This is an optimization exercise on Yosys and OpenROAD, whose aim is small area, not a production implementation.
The RTL was checked by simulation tests, not by an equivalence proof against the original design.
Power and IR drop assume default switching activity.

Design multicycle_cobra_core, start of the top module:
module multicycle_cobra_core #(
   parameter int XLEN = 32,
   parameter int PC_W = 8
) (
   input  logic            clk,
   input  logic            rst,
   output logic            imem_req,
   output logic [PC_W-1:0] imem_addr,
   input  logic            imem_ack,
   input  logic [31:0]     imem_rdata,
   input  logic            in_valid,
   output logic            in_ready,
   input  logic [XLEN-1:0] in_data,
   output logic [XLEN-1:0] out_data,
   output logic            out_valid
);
Size in the first run: about 1100 flip-flops, roughly 0.025 mm2 of cells after synthesis.
==> flow/config.mk <==
export PLATFORM = sky130hd
export DESIGN_NAME = multicycle_cobra_core
export DESIGN_NICKNAME = multicycle_cobra_core
export VERILOG_FILES = /design/flow/design.v
export SDC_FILE = /design/flow/constraint.sdc
export NUM_CORES = 4
export LEC_CHECK = 0
export ABC_AREA = 1
export CAP_MARGIN = 20
export CORE_MARGIN = 2
export CORE_UTILIZATION = 60
export PLACE_DENSITY = 0.7
export SLEW_MARGIN = 20
==> flow/constraint.sdc <==
create_clock -name core_clock -period 10.0 [get_ports {clk}]
set_input_delay 2.0000 -clock core_clock [delete_from_list [all_inputs] [get_ports {clk}]]
set_output_delay 2.0000 -clock core_clock [all_outputs]
set_load 0.01 [all_outputs]
standard.sh (not shown) runs the stock make flow with config.mk's settings and CLKGATE_MAP_FILE= SYNTH_SCRIPT=/design/flow/synth_recipe.tcl, a recipe that flattens the netlist after the stock synthesis.
==> flow/flow/run.sh <==
#!/bin/bash
# Standard ORFS layout with three changes: an area-oriented ABC script for the combinational
# logic (flow/abc_area.script, used through ABC_AREA=1 from a copy of the ORFS scripts folder),
# no hard adder cells (ADDER_MAP_FILE empty, so ABC maps the adders with the rest),
# smaller clock-tree clusters without dummy loads, and buf_1 as the port buffer cell.
set -euo pipefail
rm -rf scripts_abc
cp -r "$FLOW_HOME/scripts" scripts_abc
chmod -R u+w scripts_abc
cp flow/abc_area.script scripts_abc/abc_area.script
export SCRIPTS_DIR="$PWD/scripts_abc"
export CTS_ARGS="-sink_clustering_enable -repair_clock_nets -dont_use_dummy_load -sink_clustering_size 21 -sink_clustering_max_diameter 45 -buf_list sky130_fd_sc_hd__clkbuf_8 -root_buf sky130_fd_sc_hd__clkbuf_16 -tree_buf sky130_fd_sc_hd__clkbuf_8"
export ADDER_MAP_FILE=
export BUFFER_PORTS_ARGS="-buffer_cell sky130_fd_sc_hd__buf_1"
bash standard.sh > standard.log 2>&1
==> flow/flow/abc_area.script <==
strash
&get -n
&deepsyn -T 60
&put
dc2
&get -n
&dch -f
&nf -a
&put
topo
stime -c
The starting point completed with no timing, DRC or antenna violations.
Then changed:
--- a/flow/flow/run.sh
+++ b/flow/flow/run.sh
@@ -10,5 +10,5 @@
 cp flow/abc_area.script scripts_abc/abc_area.script
 export SCRIPTS_DIR="$PWD/scripts_abc"
-export CTS_ARGS="-sink_clustering_enable -repair_clock_nets -dont_use_dummy_load -sink_clustering_size 21 -sink_clustering_max_diameter 45 -buf_list sky130_fd_sc_hd__clkbuf_8 -root_buf sky130_fd_sc_hd__clkbuf_16 -tree_buf sky130_fd_sc_hd__clkbuf_8"
+export CTS_ARGS="-sink_clustering_enable -repair_clock_nets -dont_use_dummy_load -sink_clustering_size 21 -sink_clustering_max_diameter 50 -buf_list sky130_fd_sc_hd__clkbuf_8 -root_buf sky130_fd_sc_hd__clkbuf_16 -tree_buf sky130_fd_sc_hd__clkbuf_16"
 export ADDER_MAP_FILE=
 export BUFFER_PORTS_ARGS="-buffer_cell sky130_fd_sc_hd__buf_1"
CORE_UTILIZATION = 68   (was 60)
PLACE_DENSITY = 0.78   (was 0.7)
Effect:
- The changed run completed without violations
- wire length goes up by about 8%
- first-iteration DRC count goes down by 27%
- core utilization goes up by 8.6 points
- design area goes down by about 1.1%
- clock-buffer cell count goes down by 11
- worst setup slack gets better by 0.091 ns
- power goes down by about 2.6%
- die area goes down by about 12%
- global-route usage goes up by 4.2 points
Then changed:
==> flow/run.sh (new file) <==
#!/bin/bash
# synth_recipe.tcl (not shown) runs the flow's synth.tcl, then flattens the netlist and writes it again
# the make line also repeats each setting of config.mk as NAME=value (left out here)
make -C /OpenROAD-flow-scripts/flow DESIGN_CONFIG=/design/flow/config.mk WORK_HOME=/design/flow/orfs CLKGATE_MAP_FILE= SYNTH_SCRIPT=/design/flow/synth_recipe.tcl finish
ABC_AREA = not set   (was 1)
CORE_UTILIZATION = 25   (was 68)
PLACE_DENSITY = 0.45   (was 0.78)
removed: flow/flow/run.sh
removed: flow/flow/abc_area.script
removed: flow/standard.sh
What happened: Worst hold slack degrades by 0.0065 ns. Total power rose by 40%. Routed wire length goes up by 5.7%. Sequential cell count stays the same. Final area goes up by 21%. Cell count went up by 52%. Core utilization decreases by 43 points. Global-route usage goes down by 14 points. Setup slack improved by 0.011 ns. Area after synthesis went up by 5.4%.
Then changed:
==> flow/flow/run.sh (new file) <==
#!/bin/bash
# Standard ORFS layout with three changes: an area-oriented ABC script for the combinational
# logic (flow/abc_area.script, used through ABC_AREA=1 from a copy of the ORFS scripts folder),
# no hard adder cells (ADDER_MAP_FILE empty, so ABC maps the adders with the rest),
# smaller clock-tree clusters without dummy loads, and buf_1 as the port buffer cell.
set -euo pipefail
rm -rf scripts_abc
cp -r "$FLOW_HOME/scripts" scripts_abc
chmod -R u+w scripts_abc
cp flow/abc_area.script scripts_abc/abc_area.script
export SCRIPTS_DIR="$PWD/scripts_abc"
export CTS_ARGS="-sink_clustering_enable -repair_clock_nets -dont_use_dummy_load -sink_clustering_size 21 -sink_clustering_max_diameter 50 -buf_list sky130_fd_sc_hd__clkbuf_8 -root_buf sky130_fd_sc_hd__clkbuf_16 -tree_buf sky130_fd_sc_hd__clkbuf_16"
export ADDER_MAP_FILE=
export BUFFER_PORTS_ARGS="-buffer_cell sky130_fd_sc_hd__buf_1"
bash standard.sh > standard.log 2>&1
==> flow/flow/abc_area.script (new file) <==
strash
&get -n
&deepsyn -T 60
&put
dc2
&get -n
&dch -f
&nf -a
&put
topo
stime -c
==> flow/standard.sh (new file) <==
#!/bin/bash
# synth_recipe.tcl (not shown) runs the flow's synth.tcl, then flattens the netlist and writes it again
# the make line also repeats each setting of config.mk as NAME=value (left out here)
make -C /OpenROAD-flow-scripts/flow DESIGN_CONFIG=/design/flow/config.mk WORK_HOME=/design/flow/orfs CLKGATE_MAP_FILE= SYNTH_SCRIPT=/design/flow/synth_recipe.tcl "${@:-finish}"
ABC_AREA = 1   (was not set)
CORE_UTILIZATION = 60   (was 25)
PLACE_DENSITY = 0.7   (was 0.45)
removed: flow/run.sh
Result: The changed run finished clean. Global-route usage rises by 9.3 points. Synthesized cell count goes down by 7.2%. Sequential share of layout area is higher by 14 points. Worst hold slack stays flat. Setup slack is worse by 0.12 ns. Area after synthesis came out lower by 5.2%.

Setup of lagoon:
Starting RTL as in the previous note.
clock: 10.0 ns
lec_check: 0
abc_area: 1
cap_margin: 20
core_margin: 2
core_utilization: 60
place_density: 0.7
slew_margin: 20
==> flow/flow/run.sh <==
#!/bin/bash
# Standard ORFS layout; only the clock-tree options and the port buffer cell are changed.
set -euo pipefail
export CTS_ARGS="-sink_clustering_enable -repair_clock_nets -dont_use_dummy_load -sink_clustering_size 32 -sink_clustering_max_diameter 50 -buf_list sky130_fd_sc_hd__clkbuf_16"
export BUFFER_PORTS_ARGS="-buffer_cell sky130_fd_sc_hd__buf_1"
bash standard.sh > standard.log 2>&1
Input changes introduced in tundra (baseline for comparison: lagoon):
- removing ABC_AREA (formerly 1)
- setting CTS_BUF_LIST to sky130_fd_sc_hd__clkbuf_8 for the first time
- setting CTS_CLUSTER_SIZE to 30 for the first time
==> flow/run.sh (new file) <==
#!/bin/bash
# synth_recipe.tcl (not shown) runs the flow's synth.tcl, then flattens the netlist and writes it again
# the make line also repeats each setting of config.mk as NAME=value (left out here)
make -C /OpenROAD-flow-scripts/flow DESIGN_CONFIG=/design/flow/config.mk WORK_HOME=/design/flow/orfs CLKGATE_MAP_FILE= SYNTH_SCRIPT=/design/flow/synth_recipe.tcl finish
removed: flow/flow/run.sh
removed: flow/standard.sh
A main combinational cell family by area after synthesis of simple AND/OR/NAND/NOR gates is what lagoon shows, while compound AO/OA/AOI/OAI gates belongs to tundra.
Fmax | tundra vs lagoon | tundra slower
tundra vs. lagoon: static leakage power has increased, met3 layer wire length in the routed design went up about 27%.
For count of endpoints failing hold in the final timing report, tundra and lagoon come out practically identical.
Measured against tundra, the tap cell count of lagoon comes out at 0.921 times the reference value.
Total inserted antenna cells delta for tundra relative to lagoon: 1 higher
The clock group total power of tundra is higher than that of lagoon.
Of tundra and lagoon, lagoon shows the lower fraction of met3 tracks used by global routing, with tundra above it.
Changes in harbor relative to tundra:
- changing PLACE_DENSITY from 0.7 to 0.78
- setting ABC_AREA to 1 for the first time
- removing CTS_BUF_LIST (formerly sky130_fd_sc_hd__clkbuf_8)
- removing CTS_CLUSTER_SIZE (formerly 30)
- changing CORE_UTILIZATION from 60 to 68
==> flow/flow/run.sh (new file) <==
#!/bin/bash
# Standard ORFS layout with three changes: an area-oriented ABC script for the combinational
# logic (flow/abc_area.script, used through ABC_AREA=1 from a copy of the ORFS scripts folder),
# no hard adder cells (ADDER_MAP_FILE empty, so ABC maps the adders with the rest),
# smaller clock-tree clusters without dummy loads, and buf_1 as the port buffer cell.
set -euo pipefail
rm -rf scripts_abc
cp -r "$FLOW_HOME/scripts" scripts_abc
chmod -R u+w scripts_abc
cp flow/abc_area.script scripts_abc/abc_area.script
export SCRIPTS_DIR="$PWD/scripts_abc"
export CTS_ARGS="-sink_clustering_enable -repair_clock_nets -dont_use_dummy_load -sink_clustering_size 21 -sink_clustering_max_diameter 60 -buf_list sky130_fd_sc_hd__clkbuf_8 -root_buf sky130_fd_sc_hd__clkbuf_16 -tree_buf sky130_fd_sc_hd__clkbuf_16"
export ADDER_MAP_FILE=
export BUFFER_PORTS_ARGS="-buffer_cell sky130_fd_sc_hd__buf_1"
bash standard.sh > standard.log 2>&1
==> flow/flow/abc_area.script (new file) <==
strash
&get -n
&deepsyn -T 60
&put
dc2
&get -n
&dch -f
&nf -a
&put
topo
stime -c
==> flow/standard.sh (new file) <==
#!/bin/bash
# synth_recipe.tcl (not shown) runs the flow's synth.tcl, then flattens the netlist and writes it again
# the make line also repeats each setting of config.mk as NAME=value (left out here)
make -C /OpenROAD-flow-scripts/flow DESIGN_CONFIG=/design/flow/config.mk WORK_HOME=/design/flow/orfs CLKGATE_MAP_FILE= SYNTH_SCRIPT=/design/flow/synth_recipe.tcl "${@:-finish}"
removed: flow/run.sh
Findings:
harbor against tundra: clock latency reported for the late side of the worst-skew pair went down by 0.17 ns; core utilization of the finished layout increased 3.3 points.
| flip-flop and latch share of the layout cell area | higher: harbor |
Initial antenna violation count: harbor > tundra
Reported for harbor and tundra, TritonCTS sink count turned out identical to the last digit.
Looking only at sequential power, and setting everything else aside, the higher value of harbor and tundra goes to tundra.

== run 1 ==
Starting RTL as in the previous note.
export LEC_CHECK = 0
export ABC_AREA = 1
export CAP_MARGIN = 20
export CORE_MARGIN = 2
export CORE_UTILIZATION = 60
export PLACE_DENSITY = 0.7
export SLEW_MARGIN = 20
create_clock -name core_clock -period 10.0 [get_ports {clk}]
==> flow/flow/run.sh <==
#!/bin/bash
# Standard ORFS layout with three changes: an area-oriented ABC script for the combinational
# logic (flow/abc_area.script, used through ABC_AREA=1 from a copy of the ORFS scripts folder),
# smaller clock-tree clusters without dummy loads, and buf_1 as the port buffer cell.
set -euo pipefail
rm -rf scripts_abc
cp -r "$FLOW_HOME/scripts" scripts_abc
chmod -R u+w scripts_abc
cp flow/abc_area.script scripts_abc/abc_area.script
export SCRIPTS_DIR="$PWD/scripts_abc"
export CTS_ARGS="-sink_clustering_enable -repair_clock_nets -dont_use_dummy_load -sink_clustering_size 21 -sink_clustering_max_diameter 50 -buf_list sky130_fd_sc_hd__clkbuf_8 -root_buf sky130_fd_sc_hd__clkbuf_16 -tree_buf sky130_fd_sc_hd__clkbuf_16"
export BUFFER_PORTS_ARGS="-buffer_cell sky130_fd_sc_hd__buf_1"
bash standard.sh > standard.log 2>&1
==> flow/flow/abc_area.script <==
strash
&get -n
&deepsyn -T 60
&put
dc2
&get -n
&dch -f
&nf -a
&put
topo
stime -c
Here is what was changed in the inputs of run 2 compared with run 1.
==> flow/flow/run.sh <==
#!/bin/bash
# Standard ORFS layout; only the clock-tree options and the port buffer cell are changed.
set -euo pipefail
export CTS_ARGS="-sink_clustering_enable -repair_clock_nets -dont_use_dummy_load -sink_clustering_size 18 -sink_clustering_max_diameter 40 -buf_list sky130_fd_sc_hd__clkbuf_8"
export BUFFER_PORTS_ARGS="-buffer_cell sky130_fd_sc_hd__buf_1"
bash standard.sh > standard.log 2>&1
removed: flow/flow/abc_area.script
--- outcome ---
Run 2 vs. run 1: final worst-path setup slack rose 1.23 ns; xor/xnor share of the synthesized area -0.16 points; number of setup violations in the final report shows no meaningful change; synthesis-to-finish area growth shows an increase of 0.46 points. Compared with run 1, run 2 shows a lower portion of the clock cycle consumed by the worst path in the final layout. Total of clock buffers placed in the layout ended up 29 higher on run 2 than on run 1. Between run 1 and run 2, via count increased. Higher core utilization goes to run 2 over run 1. In terms of initial core utilization, run 2 and run 1 differ only marginally. Compared with run 1, critical path depth in run 2 increased by a little under 10%. Total detailed-routing wirelength in run 2 is 1.1 mm higher than in run 1.
Setup changes, run 2 to run 3
# run 2
export LEC_CHECK = 0
export ABC_AREA = 1
export CAP_MARGIN = 20
export CORE_MARGIN = 2
export CORE_UTILIZATION = 60
export PLACE_DENSITY = 0.7
export SLEW_MARGIN = 20
create_clock -name core_clock -period 10.0 [get_ports {clk}]
# run 3
export LEC_CHECK = 0
export CAP_MARGIN = 20
export CORE_MARGIN = 2
export CORE_UTILIZATION = 60
export CTS_BUF_LIST = sky130_fd_sc_hd__clkbuf_4
export CTS_CLUSTER_SIZE = 20
export PLACE_DENSITY = 0.7
export SLEW_MARGIN = 20
create_clock -name core_clock -period 10.0 [get_ports {clk}]
==> flow/run.sh (new file) <==
#!/bin/bash
# synth_recipe.tcl (not shown) runs the flow's synth.tcl, then flattens the netlist and writes it again
# the make line also repeats each setting of config.mk as NAME=value (left out here)
make -C /OpenROAD-flow-scripts/flow DESIGN_CONFIG=/design/flow/config.mk WORK_HOME=/design/flow/orfs CLKGATE_MAP_FILE= SYNTH_SCRIPT=/design/flow/synth_recipe.tcl finish
removed: flow/flow/run.sh
removed: flow/standard.sh
--- outcome ---
Run 3 against run 2: share of the core filled with cells in the final layout up 5.0 points, via density per instance went down, power after layout grew by about 12%.
Main combinational cell family by area after synthesis: compound AO/OA/AOI/OAI gates -> run 3, simple AND/OR/NAND/NOR gates -> run 2
> inputs changed (run 3 -> run 4)
# run 3
export LEC_CHECK = 0
export CAP_MARGIN = 20
export CORE_MARGIN = 2
export CORE_UTILIZATION = 60
export CTS_BUF_LIST = sky130_fd_sc_hd__clkbuf_4
export CTS_CLUSTER_SIZE = 20
export PLACE_DENSITY = 0.7
export SLEW_MARGIN = 20
create_clock -name core_clock -period 10.0 [get_ports {clk}]
# run 4
export LEC_CHECK = 0
export CAP_MARGIN = 20
export CORE_MARGIN = 2
export CORE_UTILIZATION = 60
export PLACE_DENSITY = 0.7
export SLEW_MARGIN = 20
create_clock -name core_clock -period 10.0 [get_ports {clk}]
==> flow/flow/run.sh (new file) <==
#!/bin/bash
# Standard ORFS layout; only the clock-tree options and the port buffer cell are changed.
set -euo pipefail
export CTS_ARGS="-sink_clustering_enable -repair_clock_nets -dont_use_dummy_load -sink_clustering_size 40 -sink_clustering_max_diameter 50 -buf_list sky130_fd_sc_hd__clkbuf_16"
export BUFFER_PORTS_ARGS="-buffer_cell sky130_fd_sc_hd__buf_1"
bash standard.sh > standard.log 2>&1
==> flow/standard.sh (new file) <==
#!/bin/bash
# synth_recipe.tcl (not shown) runs the flow's synth.tcl, then flattens the netlist and writes it again
# the make line also repeats each setting of config.mk as NAME=value (left out here)
make -C /OpenROAD-flow-scripts/flow DESIGN_CONFIG=/design/flow/config.mk WORK_HOME=/design/flow/orfs CLKGATE_MAP_FILE= SYNTH_SCRIPT=/design/flow/synth_recipe.tcl "${@:-finish}"
removed: flow/run.sh
Results
Compared with run 3, run 4 shows count of clock-buffer cells in the layout that has gone down by more than half. Compared with run 3, run 4 shows total wirelength of the detailed-routed design that has gone down by a little under 10%. Run 3 and run 4 ended up with nearly the same number of flip-flops and latches. Against run 3, run 4 comes in 5.5 points lower on utilization. Looking only at clock period minus worst slack, and setting everything else aside, the lower value of run 3 and run 4 goes to run 4. The hold slack reported for run 4 is smaller than that of run 3 by 0.043 ns. Run 4 against run 3: area overhead of the layout relative to synthesis dropped 9.0 points, worst setup slack up 0.83 ns, period utilization fell 8.3 points, slew at the pin with the worst max-slew slack shows a reduction of 0.070 ns. On run 4: combinational share of power is 0.2 points lower than what run 3 gave.

what the ideal ports hide:
In the flow no input, the clock included, has a driving cell. The finished layouts below were timed again as built, in two steps.
Step 1 sets driving cells, clkbuf_16 on the clock port and buf_2 on the other inputs (assumed; they add their load-dependent delay and slew).
Step 2 moves the port delays by t, midway between the first and last clock arrival at a register: inputs arrive t later, outputs are due t later. That takes back most of the time a late clock gives input paths.
a / b / c = no drivers / after step 1 / after step 2; a / b = the first two.
| run | shift t [ns] | setup slack, ns | worst setup path after step 2 | latest minus earliest clock arrival (ns) |
|---|---|---|---|---|
| the first run of note 1 | 0.595 | 1.005 / 0.951 / 1.546 | register to output | 0.085 / 0.085 |
| the second run of note 1 | 0.609 | 1.095 / 1.044 / 1.652 | register to output | 0.103 / 0.103 |
| the third run of note 1 | 0.692 | 1.106 / 1.048 / 1.740 | register to output | 0.052 / 0.052 |
| the fourth run of note 1 | 0.588 | 0.988 / 0.932 / 1.520 | register to output | 0.086 / 0.086 |
| lagoon | 0.635 | 2.335 / 2.281 / 2.916 | register to output | 0.083 / 0.082 |
| tundra | 0.796 | 1.025 / 0.973 / 1.769 | register to output | 0.032 / 0.032 |
| harbor | 0.607 | 1.099 / 1.047 / 1.655 | register to output | 0.067 / 0.067 |
| run 1 | 0.602 | 1.022 / 0.967 / 1.569 | register to output | 0.094 / 0.093 |
| run 2 | 0.697 | 2.249 / 2.201 / 2.897 | register to output | 0.095 / 0.095 |
| run 3 | 1.037 | 0.805 / 0.757 / 1.794 | register to output | 0.053 / 0.052 |
| run 4 | 0.645 | 1.631 / 1.579 / 2.224 | register to output | 0.070 / 0.070 |
After both steps every run listed still meets setup and hold.
